Background: an optimization exercise with open tools, aiming at small area. Do not read the settings as production practice.
Function was checked by simulation only, so behaviour that the tests miss may differ from the original.
Power and IR drop assume default switching activity.

==> inputs of 08-17 <==
==> flow/design.v <==
package ub_pkg;
	typedef logic [7:0] byte_t;
	typedef logic [127:0] mem_word_t;
	typedef logic [26:0] mem_addr_t;
	typedef logic [2:0] bank_t;  
	typedef logic [13:0] row_t;  
	typedef logic [9:0] col_t;  
	typedef enum logic [2:0] {
		st_idle,  
		st_write_issue,  
		st_write_advance,  
		st_read_setup,  
		st_read_req,  
		st_read_wait,  
		st_read_send  
	} seq_state_t;
endpackage
`timescale 1ns/1ps
module uart_mem_bridge (
	input  logic         w_clk_div,
	input  logic         i_reset,
	input  logic         i_uart_rx,
	output logic         o_uart_tx,
	output logic         o_mem_cmd_en,
	output logic         o_mem_cmd_rd,
	output logic [2:0]   o_mem_bank,
	output logic [13:0]  o_mem_row,
	output logic [9:0]   o_mem_col,
	output logic [127:0] o_mem_wrdata,
	input  logic [127:0] i_mem_rddata,
	input  logic         i_mem_rddata_valid
);
	logic [1:0] r_sync;
	logic [3:0] r_rx_ph;
	logic [5:0] r_rx_cnt;
	logic [7:0] r_rx_sh;
	logic r_rx_valid;
	logic w_line;
	logic w_rx_tick;
	assign w_line = r_sync[1];
	assign w_rx_tick = (r_rx_cnt == 6'd53);
	always_ff @(posedge w_clk_div) begin
		if (i_reset) begin
			r_sync <= 2'b11;
			r_rx_ph <= 4'd1;
			r_rx_valid <= 1'b0;
		end else begin
			r_sync <= {r_sync[0], i_uart_rx};
			r_rx_valid <= 1'b0;
			if (r_rx_ph == 4'd1) begin
				if (!w_line)
					r_rx_ph <= 4'd7;  
			end else if (w_rx_tick) begin
				if (r_rx_ph == 4'd7 && w_line)
					r_rx_ph <= 4'd1;  
				else
					r_rx_ph <= r_rx_ph + 4'd1;  
				if (r_rx_ph == 4'd0)
					r_rx_valid <= w_line;  
			end
		end
	end
	always_ff @(posedge w_clk_div) begin
		if (r_rx_ph == 4'd1)
			r_rx_cnt <= 6'd27;  
		else if (w_rx_tick)
			r_rx_cnt <= 6'd0;
		else
			r_rx_cnt <= r_rx_cnt + 6'd1;
		if (r_rx_ph[3] && w_rx_tick)
			r_rx_sh <= {w_line, r_rx_sh[7:1]};
	end
	logic [3:0] r_fidx;  
	logic r_fv;
	logic [119:0] r_fbuf;  
	logic [127:0] w_frame;
	logic r_f_clr, r_f_rd, r_f_sa, r_ne_hi, r_ne_lo;
	logic [7:0] w_diff;
	assign w_frame = {r_fbuf, r_rx_sh};
	assign w_diff = r_rx_sh ^ r_fbuf[31:24];  
	always_ff @(posedge w_clk_div) begin
		if (i_reset) begin
			r_fidx <= 4'd0;
			r_fv <= 1'b0;
		end else begin
			r_fv <= r_rx_valid && (r_fidx == 4'd15);
			if (r_rx_valid)
				r_fidx <= r_fidx + 4'd1;
		end
	end
	always_ff @(posedge w_clk_div) begin
		if (r_rx_valid) begin
			if (r_fidx != 4'd15)
				r_fbuf <= {r_fbuf[111:0], r_rx_sh};
			r_f_clr <= (r_rx_sh == 8'h66) && (r_fidx == 4'd0 || r_f_clr);
			if (!r_fidx[3]) begin
				r_f_rd <= (r_rx_sh == 8'h77) && (r_fidx == 4'd0 || r_f_rd);
				r_f_sa <= (r_rx_sh == 8'h61) && (r_fidx == 4'd0 || r_f_sa);
			end
			r_ne_lo <= |w_diff[2:0];
			if (r_fidx == 4'd12)
				r_ne_hi <= |w_diff[2:0];
			else
				r_ne_hi <= r_ne_hi || (|w_diff[7:3]) || (r_fidx != 4'd15 && |w_diff[2:0]);
		end
	end
	localparam logic [2:0] S_IDLE = 3'b000;
	localparam logic [2:0] S_W1   = 3'b001;
	localparam logic [2:0] S_W2   = 3'b010;  
	localparam logic [2:0] S_R1   = 3'b101;
	localparam logic [2:0] S_RC   = 3'b110;  
	localparam logic [2:0] S_RW   = 3'b111;  
	localparam logic [2:0] S_RS   = 3'b100;  
	logic [2:0] r_st;
	logic [26:0] r_addr;  
	logic [26:0] r_save;  
	logic [23:0] r_end;  
	logic r_lo_eq;  
	logic w_dec, w_is_read, w_go_word, w_go_ack, w_rd_step;
	logic [23:0] w_addr_inc;
	logic [3:0] r_tph;  
	logic [5:0] r_tcnt;
	logic [3:0] r_tidx;
	logic w_ttick;
	logic [127:0] r_word;
	assign w_dec = r_fv && (r_st == S_IDLE);
	assign w_is_read = r_f_rd && (r_ne_hi || r_ne_lo);
	assign w_go_ack = w_dec && r_f_clr;
	assign w_go_word = r_st[2] && r_st[1] && i_mem_rddata_valid;
	assign w_ttick = (r_tcnt == 6'd53);
	assign w_rd_step = (r_st == S_RS) && (r_tph == 4'd1) && w_ttick;
	assign w_addr_inc = r_addr[26:3] + 24'd1;
	assign o_mem_cmd_en = r_st[1] && !r_st[0];
	assign o_mem_cmd_rd = r_st[2];
	assign {o_mem_bank, o_mem_row, o_mem_col} = r_addr;
	assign o_mem_wrdata = w_frame;
	always_ff @(posedge w_clk_div) begin
		if (i_reset) begin
			r_st <= S_IDLE;
			r_addr <= '0;
		end else begin
			case (r_st)
				S_IDLE: begin
					if (r_fv) begin
						if (r_f_clr)
							r_addr <= '0;
						else if (w_is_read) begin
							r_addr <= w_frame[58:32];
							r_st <= S_R1;
						end else if (r_f_sa)
							r_addr <= w_frame[26:0];
						else
							r_st <= S_W1;
					end
				end
				S_W1: r_st <= S_W2;
				S_W2: begin
					r_addr[26:3] <= w_addr_inc;
					r_st <= S_IDLE;
				end
				S_R1: r_st <= S_RC;
				S_RC, S_RW: begin
					if (i_mem_rddata_valid)
						r_st <= S_RS;
					else
						r_st <= S_RW;
				end
				S_RS: begin
					if (w_rd_step) begin
						if (r_addr[26:3] == r_end && r_lo_eq) begin
							r_addr <= r_save;
							r_st <= S_IDLE;
						end else begin
							r_addr[26:3] <= w_addr_inc;
							r_st <= S_R1;
						end
					end
				end
				default: r_st <= S_IDLE;
			endcase
		end
	end
	always_ff @(posedge w_clk_div) begin
		if (w_dec && !r_f_clr && w_is_read) begin
			r_save <= r_addr;
			r_end <= w_frame[26:3];
			r_lo_eq <= !r_ne_lo;
		end
	end
	always_ff @(posedge w_clk_div) begin
		if (w_go_word)
			r_word <= i_mem_rddata;
		else if (w_go_ack)
			r_word[7:0] <= 8'h8a;  
	end
	always_ff @(posedge w_clk_div) begin
		if (i_reset)
			r_tph <= 4'd2;
		else if (w_go_word || w_go_ack)
			r_tph <= 4'd6;
		else if (r_tph != 4'd2 && w_ttick) begin
			if (r_tph == 4'd0 && r_tidx != 4'd0)
				r_tph <= 4'd6;  
			else
				r_tph <= r_tph + 4'd1;
		end
	end
	always_ff @(posedge w_clk_div) begin
		if (w_go_word || w_go_ack) begin
			r_tcnt <= 6'd51;  
			r_tidx <= w_go_ack ? 4'd0 : 4'd15;
		end else if (w_ttick) begin
			if (r_tph == 4'd0) begin
				if (r_tidx != 4'd0) begin
					r_tcnt <= 6'd51;
					r_tidx <= r_tidx - 4'd1;
				end else
					r_tcnt <= 6'd52;  
			end else
				r_tcnt <= 6'd0;
		end else
			r_tcnt <= r_tcnt + 6'd1;
	end
	assign o_uart_tx = (r_tph != 4'd7) && !(r_tph[3] && !r_word[{r_tidx, r_tph[2:0]}]);
endmodule
==> flow/flow/run.sh <==
#!/bin/bash
# Standard ORFS layout (the standard.sh, unchanged synthesis, floorplan,
# power grid and routing) with two knobs the flow scripts read from the
# environment: the smallest buffer for the port buffers, and a clock tree
# without dummy loads built from small clock buffers.
set -euo pipefail
export BUFFER_PORTS_ARGS="-buffer_cell sky130_fd_sc_hd__buf_1"
export CTS_ARGS="-sink_clustering_enable -repair_clock_nets -dont_use_dummy_load -buf_list {sky130_fd_sc_hd__clkbuf_4 sky130_fd_sc_hd__clkbuf_8} -sink_clustering_size 20 -sink_clustering_max_diameter 60"
bash standard.sh finish > make_finish.log 2>&1
==> flow/standard.sh <==
#!/bin/bash
# synth_recipe.tcl (not shown) runs the flow's synth.tcl, then flattens the netlist and writes it again
# the make line also repeats each setting of config.mk as NAME=value (left out here)
make -C /OpenROAD-flow-scripts/flow DESIGN_CONFIG=/design/flow/config.mk WORK_HOME=/design/flow/orfs CLKGATE_MAP_FILE= SYNTH_SCRIPT=/design/flow/synth_recipe.tcl "${@:-finish}"
==> flow/config.mk <==
export PLATFORM = sky130hd
export DESIGN_NAME = uart_mem_bridge
export DESIGN_NICKNAME = uart_mem_bridge
export VERILOG_FILES = /design/flow/design.v
export SDC_FILE = /design/flow/constraint.sdc
export NUM_CORES = 4
export LEC_CHECK = 0
export CAP_MARGIN = 20
export CORE_MARGIN = 2
export CORE_UTILIZATION = 40
export SLEW_MARGIN = 20
==> flow/constraint.sdc <==
create_clock -name core_clock -period 6.2 [get_ports {w_clk_div}]
set_input_delay 1.2400 -clock core_clock [delete_from_list [all_inputs] [get_ports {w_clk_div}]]
set_output_delay 1.2400 -clock core_clock [all_outputs]
set_load 0.01 [all_outputs]
==> 07-24 (differences from 08-17) <==
==> flow/run.sh (new file) <==
#!/bin/bash
# synth_recipe.tcl (not shown) runs the flow's synth.tcl, then flattens the netlist and writes it again
# the make line also repeats each setting of config.mk as NAME=value (left out here)
make -C /OpenROAD-flow-scripts/flow DESIGN_CONFIG=/design/flow/config.mk WORK_HOME=/design/flow/orfs CLKGATE_MAP_FILE= SYNTH_SCRIPT=/design/flow/synth_recipe.tcl finish
removed: flow/flow/run.sh
removed: flow/standard.sh
==> 02-28 (differences from 08-17) <==
--- a/flow/design.v
+++ b/flow/design.v
@@ -75,8 +75,15 @@
 	logic [119:0] r_fbuf;  
 	logic [127:0] w_frame;
-	logic r_f_clr, r_f_rd, r_f_sa, r_ne_hi, r_ne_lo;
+	logic [1:0] r_cls;  
+	logic [1:0] w_code;
+	logic r_f_clr, r_f_rd, r_f_sa, r_ne_hi;
 	logic [7:0] w_diff;
 	assign w_frame = {r_fbuf, r_rx_sh};
 	assign w_diff = r_rx_sh ^ r_fbuf[31:24];  
+	assign w_code = (r_rx_sh == 8'h77) ? 2'd1 : (r_rx_sh == 8'h61) ? 2'd2 :
+		(r_rx_sh == 8'h66) ? 2'd3 : 2'd0;
+	assign r_f_clr = (r_cls == 2'd3);
+	assign r_f_rd = (r_cls == 2'd1);
+	assign r_f_sa = (r_cls == 2'd2);
 	always_ff @(posedge w_clk_div) begin
 		if (i_reset) begin
@@ -93,14 +100,12 @@
 			if (r_fidx != 4'd15)
 				r_fbuf <= {r_fbuf[111:0], r_rx_sh};
-			r_f_clr <= (r_rx_sh == 8'h66) && (r_fidx == 4'd0 || r_f_clr);
-			if (!r_fidx[3]) begin
-				r_f_rd <= (r_rx_sh == 8'h77) && (r_fidx == 4'd0 || r_f_rd);
-				r_f_sa <= (r_rx_sh == 8'h61) && (r_fidx == 4'd0 || r_f_sa);
-			end
-			r_ne_lo <= |w_diff[2:0];
+			if (r_fidx == 4'd0)
+				r_cls <= w_code;
+			else if (w_code != r_cls && !(r_fidx[3] && r_cls != 2'd3))
+				r_cls <= 2'd0;
 			if (r_fidx == 4'd12)
 				r_ne_hi <= |w_diff[2:0];
-			else
-				r_ne_hi <= r_ne_hi || (|w_diff[7:3]) || (r_fidx != 4'd15 && |w_diff[2:0]);
+			else if (r_fidx != 4'd15)
+				r_ne_hi <= r_ne_hi || (|w_diff);
 		end
 	end
@@ -123,7 +128,10 @@
 	logic [3:0] r_tidx;
 	logic w_ttick;
-	logic [127:0] r_word;
+	logic [127:0] r_ring;
+	logic r_txbit;
+	logic [2:0] w_next_k;
+	localparam logic [7:0] lp_ack = 8'h8a;  
 	assign w_dec = r_fv && (r_st == S_IDLE);
-	assign w_is_read = r_f_rd && (r_ne_hi || r_ne_lo);
+	assign w_is_read = r_f_rd && (r_ne_hi || (|w_diff));
 	assign w_go_ack = w_dec && r_f_clr;
 	assign w_go_word = r_st[2] && r_st[1] && i_mem_rddata_valid;
@@ -135,28 +143,21 @@
 	assign {o_mem_bank, o_mem_row, o_mem_col} = r_addr;
 	assign o_mem_wrdata = w_frame;
-	always_ff @(posedge w_clk_div) begin
-		if (i_reset) begin
+	logic w_rd_last;
+	assign w_rd_last = (r_addr[26:3] == r_end) && r_lo_eq;
+	always_ff @(posedge w_clk_div) begin
+		if (i_reset)
 			r_st <= S_IDLE;
-			r_addr <= '0;
-		end else begin
+		else begin
 			case (r_st)
 				S_IDLE: begin
-					if (r_fv) begin
-						if (r_f_clr)
-							r_addr <= '0;
-						else if (w_is_read) begin
-							r_addr <= w_frame[58:32];
+					if (r_fv && !r_f_clr) begin
+						if (w_is_read)
 							r_st <= S_R1;
-						end else if (r_f_sa)
-							r_addr <= w_frame[26:0];
-						else
+						else if (!r_f_sa)
 							r_st <= S_W1;
 					end
 				end
 				S_W1: r_st <= S_W2;
-				S_W2: begin
-					r_addr[26:3] <= w_addr_inc;
-					r_st <= S_IDLE;
-				end
+				S_W2: r_st <= S_IDLE;
 				S_R1: r_st <= S_RC;
 				S_RC, S_RW: begin
@@ -167,13 +168,6 @@
 				end
 				S_RS: begin
-					if (w_rd_step) begin
-						if (r_addr[26:3] == r_end && r_lo_eq) begin
-							r_addr <= r_save;
-							r_st <= S_IDLE;
-						end else begin
-							r_addr[26:3] <= w_addr_inc;
-							r_st <= S_R1;
-						end
-					end
+					if (w_rd_step)
+						r_st <= w_rd_last ? S_IDLE : S_R1;
 				end
 				default: r_st <= S_IDLE;
@@ -182,15 +176,45 @@
 	end
 	always_ff @(posedge w_clk_div) begin
+		if (i_reset || (w_dec && r_f_clr))
+			r_save <= '0;
+		else if (w_dec && r_f_sa)
+			r_save <= w_frame[26:0];
+		else if (r_st == S_W2)
+			r_save[26:3] <= w_addr_inc;
+	end
+	always_ff @(posedge w_clk_div) begin
+		if (r_st == S_W1)
+			r_addr <= r_save;
+		else if (w_dec && w_is_read)
+			r_addr <= w_frame[58:32];
+		else if (w_rd_step)
+			r_addr[26:3] <= w_addr_inc;
+	end
+	always_ff @(posedge w_clk_div) begin
 		if (w_dec && !r_f_clr && w_is_read) begin
-			r_save <= r_addr;
 			r_end <= w_frame[26:3];
-			r_lo_eq <= !r_ne_lo;
-		end
-	end
-	always_ff @(posedge w_clk_div) begin
-		if (w_go_word)
-			r_word <= i_mem_rddata;
-		else if (w_go_ack)
-			r_word[7:0] <= 8'h8a;  
+			r_lo_eq <= !(|w_diff[2:0]);
+		end
+	end
+	logic w_rclr;
+	assign w_rclr = (r_tph == 4'd2) || (r_tph == 4'd1) || (r_tph == 4'd0 && r_tidx == 4'd0);
+	always_ff @(posedge w_clk_div) begin
+		for (int k = 0; k < 8; k++)
+			for (int p = 0; p < 16; p++) begin
+				if (p == 0)
+					r_ring[k*16] <= (!r_ring[k*16 + 15] && !w_rclr) ||
+						(w_go_word && i_mem_rddata[8*(15 - ((p + 8 + 6*k) % 16)) + k]);
+				else if (p % 2 == 1)
+					r_ring[k*16 + p] <= !(r_ring[k*16 + p - 1] ||
+						(w_go_word && i_mem_rddata[8*(15 - ((p + 8 + 6*k) % 16)) + k]));
+				else
+					r_ring[k*16 + p] <= !r_ring[k*16 + p - 1] ||
+						(w_go_word && i_mem_rddata[8*(15 - ((p + 8 + 6*k) % 16)) + k]);
+			end
+	end
+	assign w_next_k = r_tph[2:0] + 3'd1;
+	always_ff @(posedge w_clk_div) begin
+		if (w_ttick && (r_tph == 4'd7 || (r_tph[3] && r_tph[2:0] != 3'd7)))
+			r_txbit <= (r_st == S_RS) ? r_ring[{w_next_k, 4'd0}] : lp_ack[w_next_k];
 	end
 	always_ff @(posedge w_clk_div) begin
@@ -222,4 +246,4 @@
 			r_tcnt <= r_tcnt + 6'd1;
 	end
-	assign o_uart_tx = (r_tph != 4'd7) && !(r_tph[3] && !r_word[{r_tidx, r_tph[2:0]}]);
+	assign o_uart_tx = (r_tph != 4'd7) && !(r_tph[3] && !r_txbit);
 endmodule
--- a/flow/flow/run.sh
+++ b/flow/flow/run.sh
@@ -6,4 +6,4 @@
 set -euo pipefail
 export BUFFER_PORTS_ARGS="-buffer_cell sky130_fd_sc_hd__buf_1"
-export CTS_ARGS="-sink_clustering_enable -repair_clock_nets -dont_use_dummy_load -buf_list {sky130_fd_sc_hd__clkbuf_4 sky130_fd_sc_hd__clkbuf_8} -sink_clustering_size 20 -sink_clustering_max_diameter 60"
+export CTS_ARGS="-sink_clustering_enable -repair_clock_nets -dont_use_dummy_load -buf_list {sky130_fd_sc_hd__clkbuf_8 sky130_fd_sc_hd__clkbuf_16} -sink_clustering_buffer sky130_fd_sc_hd__clkbuf_8 -sink_clustering_size 20 -sink_clustering_max_diameter 60"
 bash standard.sh finish > make_finish.log 2>&1
CAP_MARGIN = 0   (was 20)
CORE_UTILIZATION = 65   (was 40)
SLEW_MARGIN = 0   (was 20)
==> comparison table <==
item	08-17	02-28	07-24
Worst hold-check slack	0.409 ns	0.364 ns	0.419 ns
Run status	timing/DRC/antenna clean	timing/DRC/antenna clean	timing/DRC/antenna clean
Flip-flop and latch area	10700 um2	9370 um2	10700 um2
Ratio of final minimum period to clock period	75.9%	53.8%	75.3%
Buffers outside the clock class	302	298	300
Clock network area share	2.76%	2.52%	6.56%
Wl on met1	16.5 mm	12.5 mm	16.6 mm
Crit path buf inv count	2	3	2
Fraction of the mapped netlist area in compound gates	7.02%	7.52%	7.02%
Setup slack of the worst register-to-register path	2.94 ns	2.87 ns	2.84 ns
Total placed instance area	16400 um2	14600 um2	18200 um2
Fin Clk Skew	0.0721 ns	0.0468 ns	0.0101 ns
Clock-net power	1.26 mW	1.11 mW	2.32 mW
Reg clk slew, reported paths	0.10 ns	0.09 ns	0.06 ns
P_leak	5.35 nW	5.37 nW	6.48 nW
Worst IR drop on VDD	0.000154 V	0.000187 V	0.000170 V
Die outline height	196 um	147 um	196 um
Final critical delay including setup and external delays	4.70 ns	3.33 ns	4.67 ns
Average size of a mapped cell	15.2 um2	12.2 um2	15.2 um2
Beginning of the critical path	r_tph[0]	r_rx_sh[1]	r_tph[1]
Post-synthesis share of cell area spent on and, or, nand and nor gates	8.21%	12.7%	8.21%
Post-synthesis share of cell area spent on xor and xnor gates	3.08%	4.86%	3.08%

-- static timing again, ports no longer ideal --
How much do the figures lean on ideal ports? The routed layouts below were timed once more, with nothing changed but the port constraints.
Step 1 assumes that a clkbuf_16 drives the clock port and a buf_2 every other input.
Step 2 moves the port delays by t, midway between the first and last clock arrival at a register: inputs arrive t later, outputs are due t later. That takes back most of the time a late clock gives input paths.
Three values: ideal ports, drivers, drivers and shift; two values: the first two.
run	shift t [ns]	setup slack, ns	worst hold slack (ns)
08-17	0.609	1.497 / 1.448 / 2.057	0.409 / 0.409 / 0.409
07-24	0.583	1.534 / 1.483 / 2.066	0.419 / 0.419 / 0.419
02-28	0.549	2.867 / 2.867 / 2.867	0.364 / 0.364 / 0.364
After both steps setup and hold are still met in every run listed.
